From an optimization exercise on the open Yosys and OpenROAD flow, aimed at a short achievable clock period and few clock cycles per item; shortcuts taken in it are not production practice. The RTL was checked by simulation tests, not by an equivalence proof against the original design. Power and IR drop assume default switching activity.

==> inputs of wip/nickel <==
Design pipelineCpu, start of the top module:
module pipelineCpu (
	input  logic           CLK,
	input  logic           RST,
	output cpuPkg::wordT   imemAddr,
	input  cpuPkg::wordT   imemData,
	output cpuPkg::wordT   dmemAddr,
	output cpuPkg::wordT   dmemWData,
	output logic           dmemRead,
	output logic           dmemWrite,
	input  cpuPkg::wordT   dmemRData,
	output logic           wbValid,
	output cpuPkg::regIdxT wbReg,
	output cpuPkg::wordT   wbData
);
export LEC_CHECK = 0
export CAP_MARGIN = 20
export CORE_MARGIN = 2
export CORE_UTILIZATION = 55
export PLACE_DENSITY = 0.7
export SETUP_SLACK_MARGIN = 3.8
export SLEW_MARGIN = 20
create_clock -name core_clock -period 6.2 [get_ports {CLK}]
standard.sh (not shown) runs the stock make flow with config.mk's settings and CLKGATE_MAP_FILE= SYNTH_SCRIPT=/design/flow/synth_recipe.tcl, a recipe that flattens the netlist after the stock synthesis.
==> flow/flow/run.sh <==
#!/bin/bash
# Standard layout, except that the combinational logic of the standard synthesis is
# mapped again by ABC with a delay-driven script before floorplanning. The standard
# synthesis's registers (cells and instance names) are kept as they are.
set -euo pipefail
W=$(pwd)
F=$W/flow
R=$W/orfs/results/$FLOW_PLATFORM/pipelineCpu/base
LIB=$FLOW_HOME/platforms/$FLOW_PLATFORM/lib/sky130_fd_sc_hd__tt_025C_1v80.lib
YOSYS=$(command -v yosys || true)
if [[ -z "$YOSYS" ]]; then YOSYS=$FLOW_HOME/../tools/install/yosys/bin/yosys; fi

# 1. the standard synthesis
bash standard.sh synth > $W/log_1_synth.txt 2>&1
cp $R/1_2_yosys.v $W/standard_synth.v

# 2. map the combinational logic again; registers stay as instances
SEQ=$(tr '\n' ' ' < $F/seqcells.txt)
DU=$(sed 's/^/-dont_use /' $F/dontuse.txt | tr '\n' ' ')
printf 'set_driving_cell sky130_fd_sc_hd__buf_1\nset_load 5\n' > $W/resyn.constr
cat > $W/resyn.ys <<EOY
read_liberty -ignore_miss_func $LIB
setattr -mod -set keep_hierarchy 1 $SEQ
read_verilog $W/standard_synth.v
hierarchy -top $FLOW_TOP
flatten
opt_clean -purge
abc -script $F/resyn.abc -liberty $LIB $DU -constr $W/resyn.constr
opt_clean -purge
hilomap -singleton -hicell sky130_fd_sc_hd__conb_1 HI -locell sky130_fd_sc_hd__conb_1 LO
insbuf -buf sky130_fd_sc_hd__buf_4 A X
rename -hide w:*.*
opt_clean -purge
select $FLOW_TOP
write_verilog -noattr -nohex -nodec -selected $W/resyn.v
EOY
$YOSYS -l $W/log_2_resynth.txt -q $W/resyn.ys > /dev/null 2>&1

# the registers must be the standard synthesis's, instance for instance
regs() { grep -E '^ *sky130_fd_sc_hd__(df|edf|sdf|dl)[a-z0-9_]* ' "$1" | awk '{print $1, $2}' | sort; }
if ! diff <(regs $W/standard_synth.v) <(regs $W/resyn.v) > $W/log_regdiff.txt; then
  echo "registers differ after remapping" >&2
  exit 1
fi
cp $W/resyn.v $R/1_2_yosys.v
touch $R/1_2_yosys.v

# 3. the rest of the standard layout
bash standard.sh > $W/log_3_layout.txt 2>&1
test -f $W/out/final.def
==> flow/flow/resyn.abc <==
strash
dch
map -D 1000
buffer -c
topo
upsize -c
dnsize -c
Other scripts of this flow, unchanged in this note and not shown: flow/flow/dontuse.txt, flow/flow/seqcells.txt
==> inputs of wip/violet, as changes to wip/nickel <==
--- a/flow/design.v
+++ b/flow/design.v
@@ -127,14 +127,27 @@
 	logic [15:0] fdPcInc;
 	logic [7:0]  fdJrTarget;
 	logic        fdPredT;
 	logic [3:0]  fdBpIdx;
 	logic [15:0] fdRxVal;
 	logic [15:0] fdRyVal;
 	logic        fdRxZero;
+	logic        fdPUseRx;
+	logic        fdPUseRy;
+	logic        fdPRegWrite;
+	logic [2:0]  fdPDest;
+	logic        fdPIsLi;
+	logic        fdPCondNz;
+	logic        fdPBnez;
+	logic [15:0] fdNegImm;
+	logic        fdRxHitE;
+	logic        fdRxHitM;
+	logic        fdRxHitW;
+	logic        fdPIsAddiu;
+	logic        fdRyHitE;
 	logic        deRegWrite;
 	logic        deIsLoad;
 	logic        deIsStore;
 	logic        deIsCond;
 	logic        deBpUpd;
 	logic        deIsJr;
 	logic        deOpAdd;
@@ -158,29 +171,34 @@
 	logic [2:0]  deDest;
 	logic [15:0] deTarget;
 	logic [15:0] deAltPc;
 	logic        emRegWrite;
 	logic        emIsLoad;
 	logic        emIsStore;
 	logic [15:0] emResult;
+	logic        emZeroQ;
 	logic [15:0] emAddr;
 	logic        emSelLoad;
 	logic [15:0] emStoreData;
 	logic [2:0]  emDest;
 	logic        mwRegWrite;
+	logic        wbValidN;
 	logic [15:0] mwResult;
 	logic [2:0]  mwDest;
 	logic [15:0] mwOutData;
 	logic [2:0]  mwOutDest;
 	logic [15:0] regs [8];
 	logic [7:0]  regZero;
 	logic        mwZero;
 	logic        deAZero;
 	logic        deAEqT;
 	logic        deIsAddImm;
+	logic        deIsLi;
+	logic        deJrEqEm;
+	logic        deJrEqMw;
 	logic        deAEqNeg;
 	logic        exResZero;
 	logic        stall;
 	logic        redirect;
 	logic [15:0] redirPc;
 	logic        dRedirect;
 	logic [15:0] dRedirPc;
@@ -193,24 +211,24 @@
 	logic        fFlip;
 	logic        fPredT;
 	logic [15:0] pcInc;
 	logic [15:0] fTarget8;
 	logic [15:0] fTarget11;
 	logic [15:0] fTarget;
 	logic [15:0] nextPc;
-	assign imemAddr = pc;
+	logic [15:0] pcOutN;
+	assign imemAddr = ~pcOutN;
 	assign pcInc = pc + 16'd1;
 	assign fOp = imemData[15:11];
 	assign fIsB = fOp == 5'd12;
 	assign fIsCond = fOp == 5'd10 || fOp == 5'd11;
 	assign fIsJr = fOp == 5'd13;
 	assign fIsLi = fOp == 5'd7;
 	assign fJrHit = fIsJr && imemData[10:8] == liReg;
 	assign fFlip = bpCtr[pc[3:0]][1];
-	assign fPredT = fIsB || (fIsCond && (imemData[7] ^ fFlip)) || fJrHit;
 	logic [8:0]  lo8;
 	logic [11:0] lo11;
 	logic [7:0]  hi8Up;
 	logic [7:0]  hi8Down;
 	logic [4:0]  hi5Up;
 	logic [4:0]  hi5Down;
 	logic [7:0]  hi8;
@@ -243,21 +261,23 @@
 	assign takePred = fPredT && !redirect && !dRedirect && !stall;
 	assign nextPc = takePred ? fTarget : basePc;
 	always_ff @(posedge CLK or negedge RST)
 	begin
 		if (!RST)
 		begin
 			pc <= '0;
+			pcOutN <= 16'hffff;
 			liReg <= '0;
 			liImm <= '0;
 			fdValid <= 1'b0;
 		end
 		else
 		begin
 			pc <= nextPc;
+			pcOutN <= ~nextPc;
 			if (fIsLi)
 			begin
 				liReg <= imemData[10:8];
 				liImm <= imemData[7:0];
 			end
 			if (redirect || dRedirect)
 				fdValid <= 1'b0;
@@ -265,14 +285,16 @@
 				fdValid <= 1'b1;
 		end
 	end
 	logic [2:0]  fRx;
 	logic [2:0]  fRy;
 	assign fRx = imemData[10:8];
 	assign fRy = imemData[7:5];
+	logic        pRegOp;
+	assign pRegOp = fOp >= 5'd1 && fOp <= 5'd5;
 	always_ff @(posedge CLK)
 	begin
 		if (stall)
 		begin
 			fdRxVal <= dRxVal;
 			fdRyVal <= dRyVal;
 			fdRxZero <= dRxZero;
@@ -285,14 +307,24 @@
 		end
 	end
 	always_ff @(posedge CLK)
 	begin
 		if (!stall)
 		begin
 			fdInstr <= imemData;
+			fdPUseRx <= pRegOp || fOp == 5'd6 || fOp == 5'd8 || fOp == 5'd9 || fOp == 5'd10 ||
+				fOp == 5'd11 || fOp == 5'd13;
+			fdPUseRy <= pRegOp || fOp == 5'd9;
+			fdPRegWrite <= pRegOp || fOp == 5'd6 || fOp == 5'd7 || fOp == 5'd8;
+			fdPDest <= pRegOp ? imemData[4:2] : (fOp == 5'd8 ? imemData[7:5] : imemData[10:8]);
+			fdPIsLi <= fOp == 5'd7;
+			fdPCondNz <= fIsCond && imemData[7:0] != 8'd0;
+			fdPBnez <= fOp == 5'd11;
+			fdPIsAddiu <= fOp == 5'd6;
+			fdNegImm <= -{{8{imemData[7]}}, imemData[7:0]};
 			fdPcInc <= pcInc;
 			fdJrTarget <= liImm;
 			fdPredT <= fPredT;
 			fdBpIdx <= pc[3:0];
 		end
 	end
 	logic [4:0]  dOp;
@@ -315,57 +347,81 @@
 	logic        dRyMw;
 	assign dOp = fdValid ? fdInstr[15:11] : 5'd0;
 	assign dRx = fdInstr[10:8];
 	assign dRy = fdInstr[7:5];
 	assign dRz = fdInstr[4:2];
 	assign dRegOp = dOp >= 5'd1 && dOp <= 5'd5;
 	assign dSrcImm = dOp == 5'd6 || dOp == 5'd7 || dOp == 5'd8 || dOp == 5'd9;
-	assign dIsLi = dOp == 5'd7;
-	assign dUseRx = dRegOp || dOp == 5'd6 || dOp == 5'd8 || dOp == 5'd9 || dOp == 5'd10 ||
-		dOp == 5'd11 || dOp == 5'd13;
-	assign dUseRy = dRegOp || dOp == 5'd9;
-	assign dRegWrite = dRegOp || dOp == 5'd6 || dOp == 5'd7 || dOp == 5'd8;
-	assign dDest = dRegOp ? dRz : (dOp == 5'd8 ? dRy : dRx);
+	assign dIsLi = fdValid && fdPIsLi;
+	assign dUseRx = fdValid && fdPUseRx;
+	assign dUseRy = fdValid && fdPUseRy;
+	assign dRegWrite = fdValid && fdPRegWrite;
+	assign dDest = fdPDest;
 	always_comb
 	begin
 		case (dOp)
 			5'd6:       dImm = {{8{fdInstr[7]}}, fdInstr[7:0]};
 			5'd7:       dImm = {8'h00, fdInstr[7:0]};
 			default:    dImm = {{11{fdInstr[4]}}, fdInstr[4:0]};
 		endcase
 	end
-	assign dRxVal = (mwRegWrite && mwDest == dRx) ? mwResult : fdRxVal;
+	assign dRxVal = fdRxHitW ? mwResult : fdRxVal;
 	assign dRyVal = (mwRegWrite && mwDest == dRy) ? mwResult : fdRyVal;
-	assign dRxEm = deRegWrite && deDest == dRx;
-	assign dRxMw = !dRxEm && emRegWrite && emDest == dRx;
+	assign dRxEm = fdRxHitE;
+	assign dRxMw = !fdRxHitE && fdRxHitM;
 	assign dRyEm = deRegWrite && deDest == dRy;
 	assign dRyMw = !dRyEm && emRegWrite && emDest == dRy;
 	logic [15:0] dTarget;
 	logic [15:0] dOffset;
 	assign dOffset = (fdInstr[15:11] == 5'd12) ? {{5{fdInstr[10]}}, fdInstr[10:0]} :
 		{{8{fdInstr[7]}}, fdInstr[7:0]};
 	assign dTarget = (fdInstr[15:11] == 5'd13) ? {8'h00, fdJrTarget} : fdPcInc + dOffset;
 	logic        dIsCondNz;
 	logic        dEmHit;
 	logic        dCanResolve;
 	logic        dZero;
 	logic        dActualT;
-	assign dIsCondNz = (dOp == 5'd10 || dOp == 5'd11) && fdInstr[7:0] != 8'd0;
-	assign dEmHit = emRegWrite && emDest == dRx;
+	assign dIsCondNz = fdValid && fdPCondNz;
+	assign dEmHit = fdRxHitM;
 	assign dCanResolve = dIsCondNz &&
 		(dRxEm ? (deIsAddImm && !deFwdAEm && !deFwdAMw) : !(dEmHit && emSelLoad));
 	logic        emZero;
 	logic        dRxZero;
-	assign emZero = emResult == 16'd0;
-	assign dRxZero = (mwRegWrite && mwDest == dRx) ? mwZero : fdRxZero;
+	assign emZero = emZeroQ;
+	assign dRxZero = fdRxHitW ? mwZero : fdRxZero;
 	assign dZero = dRxEm ? exResZero : (dEmHit ? emZero : dRxZero);
-	assign dActualT = fdInstr[11] ? !dZero : dZero;
+	assign dActualT = fdPBnez ? !dZero : dZero;
 	assign dRedirect = dCanResolve && (dActualT != fdPredT) && !redirect;
 	assign dRedirPc = fdPredT ? fdPcInc : dTarget;
-	assign stall = deIsLoad && ((dUseRx && dRx == deDest) || (dUseRy && dRy == deDest));
+	logic        dResKnown;
+	logic        dResZero;
+	logic        fOnD;
+	assign dResKnown = dIsLi || (fdValid && fdPIsAddiu && !dRxEm && !dRxMw);
+	assign dResZero = fdPIsLi ? (fdInstr[7:0] == 8'd0) : (dRxVal == fdNegImm);
+	assign fOnD = dResKnown && fdPDest == imemData[10:8];
+	assign fPredT = fIsB || fJrHit ||
+		(fIsCond && (fOnD ? (imemData[11] ^ dResZero) : (imemData[7] ^ fFlip)));
+	assign stall = deIsLoad && ((dUseRx && fdRxHitE) || (dUseRy && fdRyHitE));
+	always_ff @(posedge CLK)
+	begin
+		if (stall)
+		begin
+			fdRxHitE <= 1'b0;
+			fdRyHitE <= 1'b0;
+			fdRxHitM <= fdRxHitE;
+			fdRxHitW <= fdRxHitM;
+		end
+		else
+		begin
+			fdRxHitE <= dRegWrite && dDest == imemData[10:8];
+			fdRyHitE <= dRegWrite && dDest == imemData[7:5];
+			fdRxHitM <= deRegWrite && deDest == imemData[10:8];
+			fdRxHitW <= emRegWrite && emDest == imemData[10:8];
+		end
+	end
 	always_ff @(posedge CLK or negedge RST)
 	begin
 		if (!RST)
 		begin
 			deRegWrite <= 1'b0;
 			deIsLoad <= 1'b0;
 			deIsStore <= 1'b0;
@@ -374,14 +430,15 @@
 			deOpAdd <= 1'b0;
 			deOpSub <= 1'b0;
 			deOpAnd <= 1'b0;
 			deOpOr <= 1'b0;
 			deOpSlt <= 1'b0;
 			deBpUpd <= 1'b0;
 			deIsAddImm <= 1'b0;
+			deIsLi <= 1'b0;
 		end
 		else if (redirect || stall)
 		begin
 			deRegWrite <= 1'b0;
 			deIsLoad <= 1'b0;
 			deIsStore <= 1'b0;
 			deIsCond <= 1'b0;
@@ -389,18 +446,20 @@
 			deOpAdd <= 1'b0;
 			deOpSub <= 1'b0;
 			deOpAnd <= 1'b0;
 			deOpOr <= 1'b0;
 			deOpSlt <= 1'b0;
 			deBpUpd <= 1'b0;
 			deIsAddImm <= 1'b0;
+			deIsLi <= 1'b0;
 		end
 		else
 		begin
 			deIsAddImm <= dOp == 5'd6 || dOp == 5'd7;
+			deIsLi <= dIsLi;
 			deRegWrite <= dRegWrite;
 			deIsLoad <= dOp == 5'd8;
 			deIsStore <= dOp == 5'd9;
 			deIsCond <= dIsCondNz && !dCanResolve;
 			deBpUpd <= dIsCondNz;
 			deIsJr <= dOp == 5'd13;
 			deOpAdd <= dOp == 5'd1 || dSrcImm;
@@ -413,15 +472,17 @@
 	always_ff @(posedge CLK)
 	begin
 		deFwdAEm <= dRxEm && !dIsLi;
 		deFwdAMw <= dRxMw && !dIsLi;
 		deAVal <= (dRxEm || dRxMw || dIsLi) ? 16'd0 : dRxVal;
 		deAZero <= dRxZero;
 		deAEqT <= dRxVal == {8'h00, fdJrTarget};
-		deAEqNeg <= dIsLi ? (dImm == 16'd0) : (dRxVal == -dImm);
+		deJrEqEm <= deIsLi && deBVal == {8'h00, fdJrTarget};
+		deJrEqMw <= emResult == {8'h00, fdJrTarget};
+		deAEqNeg <= dResZero;
 		deFwdBEm <= dRyEm && !dSrcImm;
 		deFwdBMw <= dRyMw && !dSrcImm;
 		deBVal <= dSrcImm ? dImm : ((dRyEm || dRyMw) ? 16'd0 : dRyVal);
 		deFwdSEm <= dRyEm;
 		deFwdSMw <= dRyMw;
 		deSVal <= (dRyEm || dRyMw) ? 16'd0 : dRyVal;
 		deBeqz <= fdInstr[11] == 1'b0;
@@ -450,16 +511,26 @@
 	ksAdd16 diffAdd (.a(opA), .b(~opB), .ci(1'b1), .y(diff));
 	assign lt = (opA[15] != opB[15]) ? opA[15] : diff[15];
 	assign aluResult = ({16{deOpAdd}} & sum) | ({16{deOpSub}} & diff) |
 		({16{deOpAnd}} & (opA & opB)) | ({16{deOpOr}} & (opA | opB)) |
 		{15'd0, deOpSlt & lt};
 	logic        jrOk;
 	assign aZero = deFwdAEm ? emZero : (deFwdAMw ? mwZero : deAZero);
-	assign jrOk = deFwdAEm ? (emResult == deTarget) :
-		(deFwdAMw ? (mwResult == deTarget) : deAEqT);
+	logic        addZero;
+	logic        subZero;
+	logic        andZero;
+	logic        orZero;
+	logic        resZero;
+	assign addZero = (opA ^ opB) == {opA[14:0] | opB[14:0], 1'b0};
+	assign subZero = opA == opB;
+	assign andZero = (opA & opB) == 16'd0;
+	assign orZero = (opA | opB) == 16'd0;
+	assign resZero = (deOpAdd && addZero) || (deOpSub && subZero) || (deOpAnd && andZero) ||
+		(deOpOr && orZero) || (deOpSlt && !lt);
+	assign jrOk = deFwdAEm ? deJrEqEm : (deFwdAMw ? deJrEqMw : deAEqT);
 	assign actualT = deBeqz ? aZero : !aZero;
 	assign mispCond = deIsCond && (actualT != dePredT);
 	assign mispJr = deIsJr && (!dePredT || !jrOk);
 	assign exResZero = deAEqNeg;
 	assign redirect = mispCond || mispJr;
 	assign redirPc = deIsJr ? opA : deAltPc;
 	logic        bpUpd;
@@ -509,42 +580,49 @@
 			emIsLoad <= deIsLoad;
 			emIsStore <= deIsStore;
 		end
 	end
 	always_ff @(posedge CLK)
 	begin
 		emResult <= aluResult;
+		emZeroQ <= resZero;
 		emAddr <= sum;
 		emSelLoad <= deIsLoad;
 		emStoreData <= storeVal;
 		emDest <= deDest;
 	end
 	assign dmemAddr = emAddr;
 	assign dmemWData = emStoreData;
 	assign dmemRead = emIsLoad;
 	assign dmemWrite = emIsStore;
 	always_ff @(posedge CLK or negedge RST)
 	begin
 		if (!RST)
+		begin
 			mwRegWrite <= 1'b0;
+			wbValidN <= 1'b1;
+		end
 		else
+		begin
 			mwRegWrite <= emRegWrite;
+			wbValidN <= ~emRegWrite;
+		end
 	end
 	always_ff @(posedge CLK)
 	begin
 		mwResult <= emSelLoad ? dmemRData : emResult;
-		mwZero <= (emSelLoad ? dmemRData : emResult) == 16'd0;
+		mwZero <= emSelLoad ? (dmemRData == 16'd0) : emZeroQ;
 		mwDest <= emDest;
 		if (emRegWrite)
 		begin
 			mwOutData <= emSelLoad ? dmemRData : emResult;
 			mwOutDest <= emDest;
 		end
 	end
-	assign wbValid = mwRegWrite;
+	assign wbValid = ~wbValidN;
 	assign wbReg = mwOutDest;
 	assign wbData = mwOutData;
 	always_ff @(posedge CLK or negedge RST)
 	begin
 		if (!RST)
 		begin
 			for (int i = 0; i < 8; i++)
--- a/flow/flow/run.sh
+++ b/flow/flow/run.sh
@@ -12,15 +12,15 @@
 
 # 1. the standard synthesis
 bash standard.sh synth > $W/log_1_synth.txt 2>&1
 cp $R/1_2_yosys.v $W/standard_synth.v
 
 # 2. map the combinational logic again; registers stay as instances
 SEQ=$(tr '\n' ' ' < $F/seqcells.txt)
-DU=$(sed 's/^/-dont_use /' $F/dontuse.txt | tr '\n' ' ')
+DU=$(cat $F/dontuse.txt $F/resyn_avoid.txt | sed "s/^/-dont_use /" | tr "\n" " ")
 printf 'set_driving_cell sky130_fd_sc_hd__buf_1\nset_load 5\n' > $W/resyn.constr
 cat > $W/resyn.ys <<EOY
 read_liberty -ignore_miss_func $LIB
 setattr -mod -set keep_hierarchy 1 $SEQ
 read_verilog $W/standard_synth.v
 hierarchy -top $FLOW_TOP
 flatten
@@ -30,18 +30,22 @@
 hilomap -singleton -hicell sky130_fd_sc_hd__conb_1 HI -locell sky130_fd_sc_hd__conb_1 LO
 insbuf -buf sky130_fd_sc_hd__buf_4 A X
 rename -hide w:*.*
 opt_clean -purge
 select $FLOW_TOP
 write_verilog -noattr -nohex -nodec -selected $W/resyn.v
 EOY
-$YOSYS -l $W/log_2_resynth.txt -q $W/resyn.ys > /dev/null 2>&1
+if ! $YOSYS -l $W/log_2_resynth.txt -q $W/resyn.ys > /dev/null 2>&1; then
+  # a simpler script if the first one fails on this netlist
+  sed "s#$F/resyn.abc#$F/resyn_safe.abc#" $W/resyn.ys > $W/resyn_safe.ys
+  $YOSYS -l $W/log_2_resynth_safe.txt -q $W/resyn_safe.ys > /dev/null 2>&1
+fi
 
 # the registers must be the standard synthesis's, instance for instance
-regs() { grep -E '^ *sky130_fd_sc_hd__(df|edf|sdf|dl)[a-z0-9_]* ' "$1" | awk '{print $1, $2}' | sort; }
+regs() { grep -E '^ *sky130_fd_sc_hd__[a-z0-9_]+ ' "$1" | awk '{print $1, $2}' | grep -F -w -f $F/seqcells.txt | sort; }
 if ! diff <(regs $W/standard_synth.v) <(regs $W/resyn.v) > $W/log_regdiff.txt; then
   echo "registers differ after remapping" >&2
   exit 1
 fi
 cp $W/resyn.v $R/1_2_yosys.v
 touch $R/1_2_yosys.v
 
==> flow/flow/resyn.abc (replaced) <==
strash
dch
map -D 1000
topo
buffer -c
topo
upsize -c
dnsize -c
==> flow/flow/resyn_avoid.txt (new file) <==
sky130_fd_sc_hd__dlygate4sd1_1
sky130_fd_sc_hd__dlygate4sd2_1
sky130_fd_sc_hd__dlygate4sd3_1
sky130_fd_sc_hd__dlymetal6s2s_1
sky130_fd_sc_hd__dlymetal6s4s_1
sky130_fd_sc_hd__dlymetal6s6s_1
sky130_fd_sc_hd__clkdlybuf4s15_1
sky130_fd_sc_hd__clkdlybuf4s15_2
sky130_fd_sc_hd__clkdlybuf4s18_1
sky130_fd_sc_hd__clkdlybuf4s18_2
sky130_fd_sc_hd__clkdlybuf4s25_1
sky130_fd_sc_hd__clkdlybuf4s25_2
sky130_fd_sc_hd__clkdlybuf4s50_1
sky130_fd_sc_hd__clkdlybuf4s50_2
==> flow/flow/resyn_safe.abc (new file) <==
strash
dch
map -D 1000
Settings changed: CORE_UTILIZATION 55 to 40, GPL_ROUTABILITY_DRIVEN set to 0, PLACE_DENSITY 0.7 to 0.75.
==> notes.md <==
Total power: wip/nickel is higher than wip/violet (about 6%). wip/violet completed without violations. wip/nickel finished with timing, DRC and antenna clean. Against wip/nickel, the sequential power of wip/violet is higher by about 3%. Of wip/nickel and wip/violet, wip/violet has the higher worst setup slack (gap 0.22 ns). Against wip/nickel, the clock power of wip/violet is larger by about 4%. Of wip/nickel and wip/violet, wip/nickel has the higher combinational power (gap about 21%, measured against wip/violet). Of wip/nickel and wip/violet, wip/violet has the higher sequential cell count (gap 34). Of wip/nickel and wip/violet, wip/violet has the higher cell count (gap about 5%, measured against wip/violet).
==> figures <==
Met2 layer wire length in the routed design: wip/nickel 46600 um; wip/violet 43700 um
Worst reg2reg path startpoint: wip/nickel fdInstr[14]; wip/violet fdRxHitW
Run status: wip/nickel no timing/DRC/antenna violations; wip/violet no timing/DRC/antenna violations
Sequential cell area: wip/nickel 11600 um^2; wip/violet 12600 um^2
Number of nets in the layout: wip/nickel 3650; wip/violet 3610
Time the worst path needs with I/O delays and setup: wip/nickel 2.92 ns; wip/violet 2.70 ns
GRT Total Usage: wip/nickel 0.423; wip/violet 0.283
Share of the final layout cell area in multi-input gates: wip/nickel 0.417; wip/violet 0.418
Source of the critical timing path: wip/nickel fdInstr[14]; wip/violet fdRxHitW
Arrival time of the worst setup path: wip/nickel 3.44 ns; wip/violet 3.20 ns
Worst stage delay on the critical path: wip/nickel 0.60 ns; wip/violet 0.46 ns
Max-slew headroom at the worst pin: wip/nickel 0.299; wip/violet 0.299
Antenna cell count: wip/nickel 0; wip/violet 1
Final-layout fill cell count: wip/nickel 3160; wip/violet 5718
TritonCTS Sinks: wip/nickel 486; wip/violet 520
Y dimension of the die: wip/nickel 220 um; wip/violet 263 um
Testbench counts of wip/nickel, summed over its fixed seeds: cycles 10,564, instrs 10,210.
Testbench counts of wip/violet, summed over its fixed seeds: cycles 10,451, instrs 10,210.

what the ideal ports hide:
Ports are ideal in the flow. The routed layouts listed here were re-timed in OpenROAD. Step 1: set_driving_cell puts a clkbuf_16 on CLK and a buf_2 on each other input, an assumption about the parent block. Step 2 moves the port delays by t, midway between the first and last clock arrival at a register: inputs arrive t later, outputs are due t later. That takes back most of the time a late clock gives input paths. Three values: no drivers, after step 1, after step 2; two values: the first two.
run | shift t [ns] | slack for setup (ns) | latest minus earliest clock arrival (ns) | slew at the worst register clock pin (ns) | pins driven straight from the clock port
wip/nickel | 0.677 | 3.275 / 3.275 / 2.645 | 0.029 / 0.029 | 0.07 / 0.07 | 1
wip/violet | 0.691 | 3.500 / 3.500 / 2.928 | 0.027 / 0.027 | 0.08 / 0.08 | 1
After both steps every run listed still meets setup and hold. For wip/nickel, which loses most, drivers alone change the setup slack by 0.000 ns; drivers and shift together by -0.630 ns.
